What follows belongs to an exercise in optimizing a design on an open flow for small area; a production flow would make more cautious choices. Function was checked by simulation only, so behaviour that the tests miss may differ from the original.

`flow/run.sh`:
```
#!/bin/bash
# synth_recipe.tcl (not shown) runs the flow's synth.tcl, then flattens the netlist and writes it again
# the make line also repeats each setting of config.mk as NAME=value (left out here)
make -C /OpenROAD-flow-scripts/flow DESIGN_CONFIG=/design/flow/config.mk WORK_HOME=/design/flow/orfs CLKGATE_MAP_FILE= SYNTH_SCRIPT=/design/flow/synth_recipe.tcl finish
```
`flow/config.mk`:
```
export PLATFORM = sky130hd
export DESIGN_NAME = char_lcd_nibble_command_sequencer
export DESIGN_NICKNAME = char_lcd_nibble_command_sequencer
export VERILOG_FILES = /design/flow/design.v
export SDC_FILE = /design/flow/constraint.sdc
export NUM_CORES = 4
export LEC_CHECK = 0
export CAP_MARGIN = 20
export CORE_MARGIN = 2
export CORE_UTILIZATION = 40
export SLEW_MARGIN = 20
```
`flow/constraint.sdc`:
```
create_clock -name core_clock -period 10.0 [get_ports {clk}]
set_input_delay 2.0000 -clock core_clock [delete_from_list [all_inputs] [get_ports {clk}]]
set_output_delay 2.0000 -clock core_clock [all_outputs]
set_load 0.01 [all_outputs]
```
`flow/design.v`:
```
package lcdseq_pkg;
  localparam logic [3:0] ACT_CHAR      = 4'd0;
  localparam logic [3:0] ACT_COMMAND   = 4'd1;
  localparam logic [3:0] ACT_CLEAR     = 4'd2;
  localparam logic [3:0] ACT_CURSOR    = 4'd3;
  localparam logic [3:0] ACT_SHOW_BYTE = 4'd4;
  localparam logic [3:0] ACT_SHOW_WORD = 4'd5;
  localparam logic [3:0] ACT_INIT      = 4'd6;
  localparam logic [3:0] ACT_CURS_ON   = 4'd7;
  localparam logic [3:0] ACT_CURS_OFF  = 4'd8;
  localparam logic [1:0] WAIT_SHORT = 2'd0;
  localparam logic [1:0] WAIT_CLEAR = 2'd1;
  localparam logic [1:0] WAIT_POWER = 2'd2;
  localparam logic [7:0] LINE0_BASE   = 8'h80;
  localparam logic [7:0] LINE1_BASE   = 8'hc0;
  localparam logic [7:0] CMD_CLEAR    = 8'h01;
  localparam logic [7:0] CMD_HOME     = 8'h02;
  localparam logic [7:0] CMD_CURS_ON  = 8'h0f;
  localparam logic [7:0] CMD_CURS_OFF = 8'h0c;
  localparam logic [3:0] ASCII_DIGIT_HI = 4'h3;
  typedef enum logic [1:0] {
    KIND_BYTE,
    KIND_INIT,
    KIND_DIGITS
  } kind_t;
  typedef enum logic [1:0] {
    SEG_WAIT,
    SEG_BODY,
    SEG_CLR
  } seg_t;
  typedef struct packed {
    kind_t       kind;
    logic        rs;
    logic [7:0]  byte_val;
    logic [15:0] value;
    logic [2:0]  body_cnt;
    logic        pre_wait;
    logic        post_clear;
  } entry_t;
  typedef struct packed {
    logic       strobe;
    logic       rs;
    logic [3:0] nib;
    logic [1:0] wait_class;
    logic       last;
  } step_t;
  function automatic logic [7:0] init_cmd(input logic [2:0] idx);
    case (idx)
      3'd0:    init_cmd = 8'h33;
      3'd1:    init_cmd = 8'h32;
      3'd2:    init_cmd = 8'h2c;
      3'd3:    init_cmd = 8'h06;
      3'd4:    init_cmd = 8'h0c;
      default: init_cmd = 8'h0c;
    endcase
  endfunction
  function automatic logic [16:0] dig_recip(input logic [2:0] k);
    case (k)
      3'd0:    dig_recip = 17'd1;
      3'd1:    dig_recip = 17'd52429;
      3'd2:    dig_recip = 17'd656;
      3'd3:    dig_recip = 17'd16778;
      3'd4:    dig_recip = 17'd107375;
      default: dig_recip = 17'd1;
    endcase
  endfunction
  function automatic logic [4:0] dig_shift(input logic [2:0] k);
    case (k)
      3'd0:    dig_shift = 5'd0;
      3'd1:    dig_shift = 5'd19;
      3'd2:    dig_shift = 5'd16;
      3'd3:    dig_shift = 5'd24;
      3'd4:    dig_shift = 5'd30;
      default: dig_shift = 5'd0;
    endcase
  endfunction
  function automatic logic [13:0] pow10(input logic [2:0] k);
    case (k)
      3'd0:    pow10 = 14'd1;
      3'd1:    pow10 = 14'd10;
      3'd2:    pow10 = 14'd100;
      3'd3:    pow10 = 14'd1000;
      3'd4:    pow10 = 14'd10000;
      default: pow10 = 14'd1;
    endcase
  endfunction
endpackage
import lcdseq_pkg::*;
module lcdseq_front (
  input  logic [3:0]          action,
  input  logic [7:0]          data_byte,
  input  logic [5:0]          column,
  input  logic                row,
  input  logic [15:0]         number,
  output lcdseq_pkg::entry_t  ent,
  output logic                ent_valid
);
  always_comb begin
    ent            = '0;
    ent.kind       = KIND_BYTE;
    ent.rs         = 1'b0;
    ent.byte_val   = data_byte;
    ent.value      = number;
    ent.body_cnt   = 3'd1;
    ent.pre_wait   = 1'b0;
    ent.post_clear = 1'b0;
    ent_valid      = 1'b1;
    case (action)
      ACT_CHAR: begin
        ent.rs = 1'b1;
      end
      ACT_COMMAND: begin
        ent.rs = 1'b0;
      end
      ACT_CLEAR: begin
        ent.body_cnt   = 3'd0;
        ent.post_clear = 1'b1;
      end
      ACT_CURSOR: begin
        ent.byte_val = (row ? LINE1_BASE : LINE0_BASE) + {2'b00, column};
      end
      ACT_SHOW_BYTE: begin
        ent.kind     = KIND_DIGITS;
        ent.rs       = 1'b1;
        ent.value    = {8'h00, number[7:0]};
        ent.body_cnt = 3'd3;
      end
      ACT_SHOW_WORD: begin
        ent.kind     = KIND_DIGITS;
        ent.rs       = 1'b1;
        ent.body_cnt = 3'd5;
      end
      ACT_INIT: begin
        ent.kind       = KIND_INIT;
        ent.body_cnt   = 3'd5;
        ent.pre_wait   = 1'b1;
        ent.post_clear = 1'b1;
      end
      ACT_CURS_ON: begin
        ent.byte_val = CMD_CURS_ON;
      end
      ACT_CURS_OFF: begin
        ent.byte_val = CMD_CURS_OFF;
      end
      default: begin
        ent_valid = 1'b0;   
      end
    endcase
  end
endmodule
import lcdseq_pkg::*;
module lcdseq_fifo #(
  parameter int DEPTH = 2
) (
  input  logic                         clk,
  input  logic                         rst_n,
  input  logic                         push,
  input  lcdseq_pkg::entry_t           push_ent,
  input  logic                         pop,
  output lcdseq_pkg::entry_t           head,
  output logic                         head_valid,
  output logic                         full,
  output logic [$clog2(DEPTH+1)-1:0]   count
);
  localparam int AW = (DEPTH > 1) ? $clog2(DEPTH) : 1;
  localparam int CW = $clog2(DEPTH + 1);
  localparam int EW = $bits(push_ent);
  logic [EW-1:0]   mem [0:DEPTH-1];
  logic [AW-1:0]   wr_ptr_r, wr_ptr_nxt;
  logic [AW-1:0]   rd_ptr_r, rd_ptr_nxt;
  logic [CW-1:0]   cnt_r, cnt_nxt;
  assign head       = mem[rd_ptr_r];
  assign head_valid = (cnt_r != '0);
  assign full       = (cnt_r == CW'(DEPTH));
  assign count      = cnt_r;
  always_comb begin
    wr_ptr_nxt = wr_ptr_r;
    rd_ptr_nxt = rd_ptr_r;
    cnt_nxt    = cnt_r;
    if (push) begin
      wr_ptr_nxt = (wr_ptr_r == AW'(DEPTH - 1)) ? '0 : wr_ptr_r + AW'(1);
    end
    if (pop) begin
      rd_ptr_nxt = (rd_ptr_r == AW'(DEPTH - 1)) ? '0 : rd_ptr_r + AW'(1);
    end
    case ({push, pop})
      2'b10:   cnt_nxt = cnt_r + CW'(1);
      2'b01:   cnt_nxt = cnt_r - CW'(1);
      default: cnt_nxt = cnt_r;
    endcase
  end
  always_ff @(posedge clk) begin
    if (!rst_n) begin
      wr_ptr_r <= '0;
      rd_ptr_r <= '0;
      cnt_r    <= '0;
    end else begin
      wr_ptr_r <= wr_ptr_nxt;
      rd_ptr_r <= rd_ptr_nxt;
      cnt_r    <= cnt_nxt;
    end
  end
  always_ff @(posedge clk) begin
    if (push) begin
      mem[wr_ptr_r] <= push_ent;
    end
  end
endmodule
import lcdseq_pkg::*;
module lcdseq_back (
  input  logic                clk,
  input  logic                rst_n,
  input  lcdseq_pkg::entry_t  head,
  input  logic                head_valid,
  output logic                pop,
  output logic                out_valid,
  input  logic                out_stall,
  output lcdseq_pkg::step_t   out_step
);
  lcdseq_pkg::entry_t      cur_r;
  logic        cur_valid_r, cur_valid_nxt;
  lcdseq_pkg::seg_t        seg_r, seg_nxt;
  logic [2:0]  cnt_r, cnt_nxt;
  logic        lo_r, lo_nxt;
  logic [15:0] rem_r;
  logic [3:0]  q_r;
  logic        out_valid_r;
  lcdseq_pkg::step_t       out_step_r;
  lcdseq_pkg::step_t       step;
  logic        adv;
  logic        body_end;
  logic [7:0]  body_byte;
  logic [7:0]  clr_byte;
  logic [2:0]  place;
  logic [32:0] prod;
  logic [32:0] prod_sh;
  logic [17:0] sub_prod;
  lcdseq_pkg::seg_t        start_seg;
  assign adv       = cur_valid_r && (!out_valid_r || !out_stall);
  assign body_end  = (cnt_r == cur_r.body_cnt - 3'd1);
  assign place     = cur_r.body_cnt - 3'd1 - cnt_r;
  assign prod      = rem_r * lcdseq_pkg::dig_recip(place);
  assign prod_sh   = prod >> lcdseq_pkg::dig_shift(place);
  assign sub_prod  = q_r * lcdseq_pkg::pow10(place);
  assign start_seg = head.pre_wait ? SEG_WAIT :
                     ((head.body_cnt != 3'd0) ? SEG_BODY : SEG_CLR);
  always_comb begin
    case (cur_r.kind)
      KIND_INIT:   body_byte = lcdseq_pkg::init_cmd(cnt_r);
      KIND_DIGITS: body_byte = {ASCII_DIGIT_HI, q_r};
      default:     body_byte = cur_r.byte_val;
    endcase
    clr_byte = cnt_r[0] ? CMD_HOME : CMD_CLEAR;
    step     = '0;
    case (seg_r)
      SEG_WAIT: begin
        step.strobe     = 1'b0;
        step.rs         = 1'b0;
        step.nib        = 4'h0;
        step.wait_class = WAIT_POWER;
        step.last       = 1'b0;
      end
      SEG_BODY: begin
        step.strobe     = 1'b1;
        step.rs         = cur_r.rs;
        step.nib        = lo_r ? body_byte[3:0] : body_byte[7:4];
        step.wait_class = WAIT_SHORT;
        step.last       = lo_r && body_end && !cur_r.post_clear;
      end
      SEG_CLR: begin
        step.strobe     = 1'b1;
        step.rs         = 1'b0;
        step.nib        = lo_r ? clr_byte[3:0] : clr_byte[7:4];
        step.wait_class = lo_r ? WAIT_CLEAR : WAIT_SHORT;
        step.last       = lo_r && cnt_r[0];
      end
      default: begin
        step = '0;
      end
    endcase
  end
  always_comb begin
    seg_nxt       = seg_r;
    cnt_nxt       = cnt_r;
    lo_nxt        = lo_r;
    cur_valid_nxt = cur_valid_r;
    pop           = 1'b0;
    if (adv) begin
      case (seg_r)
        SEG_WAIT: begin
          seg_nxt = SEG_BODY;
          cnt_nxt = 3'd0;
          lo_nxt  = 1'b0;
        end
        SEG_BODY: begin
          if (!lo_r) begin
            lo_nxt = 1'b1;
          end else if (body_end) begin
            seg_nxt = SEG_CLR;
            cnt_nxt = 3'd0;
            lo_nxt  = 1'b0;
          end else begin
            cnt_nxt = cnt_r + 3'd1;
            lo_nxt  = 1'b0;
          end
        end
        SEG_CLR: begin
          if (!lo_r) begin
            lo_nxt = 1'b1;
          end else begin
            cnt_nxt = cnt_r + 3'd1;
            lo_nxt  = 1'b0;
          end
        end
        default: begin
          seg_nxt = SEG_WAIT;
        end
      endcase
      if (step.last) begin
        cur_valid_nxt = 1'b0;
      end
    end
    if ((!cur_valid_r || (adv && step.last)) && head_valid) begin
      pop           = 1'b1;
      cur_valid_nxt = 1'b1;
      seg_nxt       = start_seg;
      cnt_nxt       = 3'd0;
      lo_nxt        = 1'b0;
    end
  end
  always_ff @(posedge clk) begin
    if (!rst_n) begin
      cur_valid_r <= 1'b0;
      seg_r       <= SEG_WAIT;
      cnt_r       <= 3'd0;
      lo_r        <= 1'b0;
      out_valid_r <= 1'b0;
    end else begin
      cur_valid_r <= cur_valid_nxt;
      seg_r       <= seg_nxt;
      cnt_r       <= cnt_nxt;
      lo_r        <= lo_nxt;
      if (adv) begin
        out_valid_r <= 1'b1;
      end else if (!out_stall) begin
        out_valid_r <= 1'b0;
      end
    end
  end
  always_ff @(posedge clk) begin
    if (pop) begin
      cur_r <= head;
    end
    if (adv) begin
      out_step_r <= step;
    end
    if (pop) begin
      rem_r <= head.value;
    end else if (adv && seg_r == SEG_BODY && cur_r.kind == KIND_DIGITS && lo_r) begin
      rem_r <= rem_r - sub_prod[15:0];
    end
    if (adv && seg_r == SEG_BODY && !lo_r) begin
      q_r <= prod_sh[3:0];
    end
  end
  assign out_valid = out_valid_r;
  assign out_step  = out_step_r;
endmodule
import lcdseq_pkg::*;
module char_lcd_nibble_command_sequencer #(
  parameter int QDEPTH = 2
) (
  input  logic        clk,
  input  logic        rst_n,
  input  logic        in_valid,
  output logic        in_stall,
  input  logic [3:0]  in_action,
  input  logic [7:0]  in_data_byte,
  input  logic [5:0]  in_column,
  input  logic        in_row,
  input  logic [15:0] in_number,
  output logic        out_valid,
  input  logic        out_stall,
  output logic        out_strobe_res,
  output logic        out_register_select,
  output logic [3:0]  out_nibble,
  output logic [1:0]  out_wait_class,
  output logic        out_last
);
  localparam int CW = $clog2(QDEPTH + 1);
  lcdseq_pkg::entry_t         ent;
  logic           ent_valid;
  lcdseq_pkg::entry_t         head;
  logic           head_valid;
  logic           q_full;
  logic           q_push;
  logic           q_pop;
  logic [CW-1:0]  q_cnt;
  lcdseq_pkg::step_t          step;
  lcdseq_front u_front (
    .action    (in_action),
    .data_byte (in_data_byte),
    .column    (in_column),
    .row       (in_row),
    .number    (in_number),
    .ent       (ent),
    .ent_valid (ent_valid)
  );
  assign in_stall = q_full;
  assign q_push   = in_valid && !q_full && ent_valid;
  lcdseq_fifo #(
    .DEPTH (QDEPTH)
  ) u_fifo (
    .clk        (clk),
    .rst_n      (rst_n),
    .push       (q_push),
    .push_ent   (ent),
    .pop        (q_pop),
    .head       (head),
    .head_valid (head_valid),
    .full       (q_full),
    .count      (q_cnt)
  );
  lcdseq_back u_back (
    .clk        (clk),
    .rst_n      (rst_n),
    .head       (head),
    .head_valid (head_valid),
    .pop        (q_pop),
    .out_valid  (out_valid),
    .out_stall  (out_stall),
    .out_step   (step)
  );
  assign out_strobe_res      = step.strobe;
  assign out_register_select = step.rs;
  assign out_nibble          = step.nib;
  assign out_wait_class      = step.wait_class;
  assign out_last            = step.last;
endmodule
```
==> flow_summary_export.csv <==
group,metric,value,unit
setup_path,critPathKind,"flop to flop",
grt,grt_first_pass_wirelength,60800,um
yosys,syn_area,15300,um^2
floorplanning,io_pins,50,
setup_path,critical-path-top-delay-family,"adder cells",
yosys,postSynthAreaPerCell,9.98,um^2
clock_tree,cts.sinks,119,
finish,diodes,0,
clock_tree,clock_path_buffers,2,
timing,slew_viol_final,0,
setup_path,r2r_end,"u_back.q_r[3]",
hold_path,hold_path_class,"flop to flop",
setup_path,critPathBufInv,4,
grt,antenna_found_initial,0,
routing,drc,0,
clock_tree,root_buffer,"clkbuf_16",
timing,rsz0062_at_grt,"false",
yosys,syn_inst,1536,
clock_tree,holdBufCountCts,0,
floorplanning,die-width,200,um
timing,setup_viol,0,
routing,drt-initial-drc-count,625,
timing,period_share,86.5,%
setup_path,rr_startpoint,"u_back.cur_r[2]",
timing,period_needed,8.65,ns
setup_path,cp.required,10.17,ns
floorplanning,die_h,200,um
timing,tightestPinTransition,0.879,ns
yosys,syn_nets,1959,
routing,routedWlPerCell,18.0,um
yosys,ys_async_sr_fraction,0,%
grt,track_usage,19.9,%
finish,syn_to_final_growth,10.2,%
setup_path,cp.arrival,8.82,ns
setup_path,critPathLaunchType,"flop",
hold_path,worstHoldStart,"u_back.cur_valid_r",
timing,finalSetupTns,0,ns
clock_tree,cts_tree,"done",
setup_path,cp_common_cell,"fa_1",
setup_path,cp-end-kind,"flop",
yosys,seq_area_frac_synth,22.5,%
yosys,ys_warn_count,3,
placement,place_congestion,0.904,
clock_tree,ctsResizeCount,0,
floorplanning,die_area,39900,um^2
timing,clock.fmax,116,MHz
placement,portBuffers,49,
flow_run,drv.max_cap_violation_count,0,
routing,first_pass_iters,5,
routing,wl,37600,um
setup_path,cpMaxStageDelayCell,"and3_4",
floorplanning,core,37800,um^2
yosys,synth.distinct_cells,72,
yosys,ys_seq_elements,119,
routing,vias,10700,
timing,max_slew_margin,40.6,%
setup_path,r2r.worst_path.cells,24,
finish,nets,1993,
clock_tree,numCtsBuffers,17,
hold_path,whs_path_depth,1,
outcome,status,"complete, no violations",
setup_path,path_cells,"inv_1 -> ha_1 -> fa_1 -> xnor2_4 -> and3_4 -> or2_1 -> buf_4 -> and2_1 -> fa_1 -> inv_1 -> fa_1 -> fa_1 -> fa_1 -> fa_1 -> fa_1 -> inv_1 -> ha_1 -> a21oi_1 -> a21boi_0 -> a311oi_1 -> a31oi_1 -> xor2_1 -> a22o_1 -> a221o_1",
finish,final_layout_size_suffix_gt1_share,5.94,%
grt,grtUsageMet3,3.61,%
floorplanning,start_util,40.6,%
routing,antenna_left,0,
setup_path,crit_fanout,39,
grt,grt-ovfl-total,0,
finish,mostFrequentLayoutCell,"inv_1",
routing,vias_per_cell,5.13,
timing,hold_viol,0,
clock_tree,cts_setup_buffers,0,
clock_tree,clk_pin_slew,0.07,ns
hold_path,hold_end,"u_back.out_valid_r",
grt,grt_max_degree,40,
grt,grt_pass1_vias,11400,
grt,grtUsageMet2,32.1,%
clock_tree,htree_num_levels,4,
clock_tree,insertion_delay,0.42,ns
setup_path,reg2reg_slack,1.35,ns
grt,busiest_layer,"met2",
timing,skew,0.0117,ns
floorplanning,rows,71,
grt,grt_util_met1,27.4,%
setup_path,cp_slowest_stage_delay,0.57,ns
yosys,ys_dominant_reg_cell,"edfxtp_1",
yosys,synth_edf_count,106,
placement,dp_hpwl,30800,um
finish,layout_common_cells,"inv_1, fa_1, ha_1",
==> Yosys cell counts, types with 15 or more instances <==
master      n  area [um^2]
inv_1     304         1140
fa_1      225         4500
ha_1      159         1990
nand2_1   125          469
edfxtp_1  106         3180
nor2_1     73          274
a21oi_1    62          310
o21ai_0    60          300
and2_1     43          269
clkbuf_1   31          116
nor2b_1    27          169
nand3_1    24          120
and3_1     22          138
nor3_1     20          100
mux2i_1    17          170
xnor2_1    17          149
xor2_1     16          140
a211oi_1   15          113
mux2_2     15          169
==> layout make-up <==
cell class | count | area [um^2]
Sequential cell | 119 | 3440
Timing Repair Buffer | 59 | 566
Fill cell | 3582 | 20900
Tap cell | 511 | 639
Clock inverter | 15 | 143
Multi-Input combinational cell | 1063 | 10500
Inverter | 310 | 1160
Clock buffer | 17 | 425
==> logic make-up after synthesis <==
family          Yosys count  synth area share [%]
buf+inv                 354                  9.04
xor+xnor                 36                  2.33
compound gates          217                  8.76
flops                   119                  22.5
mux                      32                  2.21
fa+ha+maj               384                  42.3
simple gates            394                  12.9
==> flip-flops by register name (all words and copies together), names as in the netlist, named ones only <==
| name | count |
|---|---|
| u_fifo.rd_ptr_r | 1 |
| u_back.seg_r | 2 |
| u_fifo.mem | 62 |
| u_back.cur_valid_r | 1 |
| u_back.rem_r | 16 |
| u_back.q_r | 4 |
| u_fifo.cnt_r | 2 |
| u_fifo.wr_ptr_r | 1 |
| u_back.out_valid_r | 1 |
| u_back.cnt_r | 3 |
| u_back.lo_r | 1 |
| u_back.cur_r | 15 |
| u_back.out_step_r | 9 |
==> routing by layer <==
layer / vias up / share of wire (%)
met3: 63 / 5.3
met2: 299 / 46
met5: - / 0
met4: 0 / 2.4
met1: 5320 / 46
li1: 5066 / -
==> worst register-to-register path, delay by kind of cell, from the launching register on <==
| family | cells | cell delay, ns |
|---|---|---|
| and+or+nand+nor | 3 | 1.22 |
| adders and majority gates | 9 | 3.94 |
| buffers and inverters | 4 | 0.49 |
| DFF | 1 | 0.36 |
| AOI/OAI and AO/OA | 6 | 1.69 |
| xor gates and xnor gates | 2 | 0.70 |
==> through the flow <==
stage	cells	worst slack (ns)	cell area [um^2]	hold slack, ns	util [%]
detailed placement	2062	1.47	16300	0.511	43.2
finish	2094	1.35	16900	0.519	44.8
floorplan	1536	2.44	15300	0.464	-
global placement	2062	1.64	16300	0.509	43.2
CTS	2094	1.44	16900	0.525	44.8
global route	2094	1.09	16900	0.559	44.8
==> worst max-delay path by stage <==
| stage | start | end | depth (start not counted) |
|---|---|---|---|
| floorplan | u_back.cur_r[2] | u_back.q_r[1] | 29 |
| global placement | u_back.cur_r[2] | u_back.q_r[1] | 24 |
| detailed placement | u_back.cur_r[2] | u_back.q_r[3] | 24 |
| CTS | u_back.cur_r[2] | u_back.q_r[3] | 24 |
| global route | u_back.cur_r[2] | u_back.q_r[3] | 24 |
| finish | u_back.cur_r[2] | u_back.q_r[3] | 24 |

-- port drivers added, routing unchanged --
In the flow no input, the clock included, has a driving cell. The finished layout below was timed again as built, in two steps. Step 1 sets driving cells, clkbuf_16 on the clock port and buf_2 on the other inputs (assumed; they add their load-dependent delay and slew). Step 2 adds t to the input delays and takes it off the output delays; t is the mean of the earliest and latest rising clock arrival at the registers after step 1. Input paths then give back, and output paths get back, about the clock's delay inside the block. a / b / c = ideal ports / drivers / drivers and shift; a / b = the first two.
shift t [ns]: 0.465
setup WS [ns]: 1.345 / 1.345 / 1.345
worst register clock-pin slew, ns: 0.07 / 0.07
After both steps this run still meets setup and hold. The setup slack of this run moves by 0.000 ns with the drivers and by 0.000 ns with both steps.
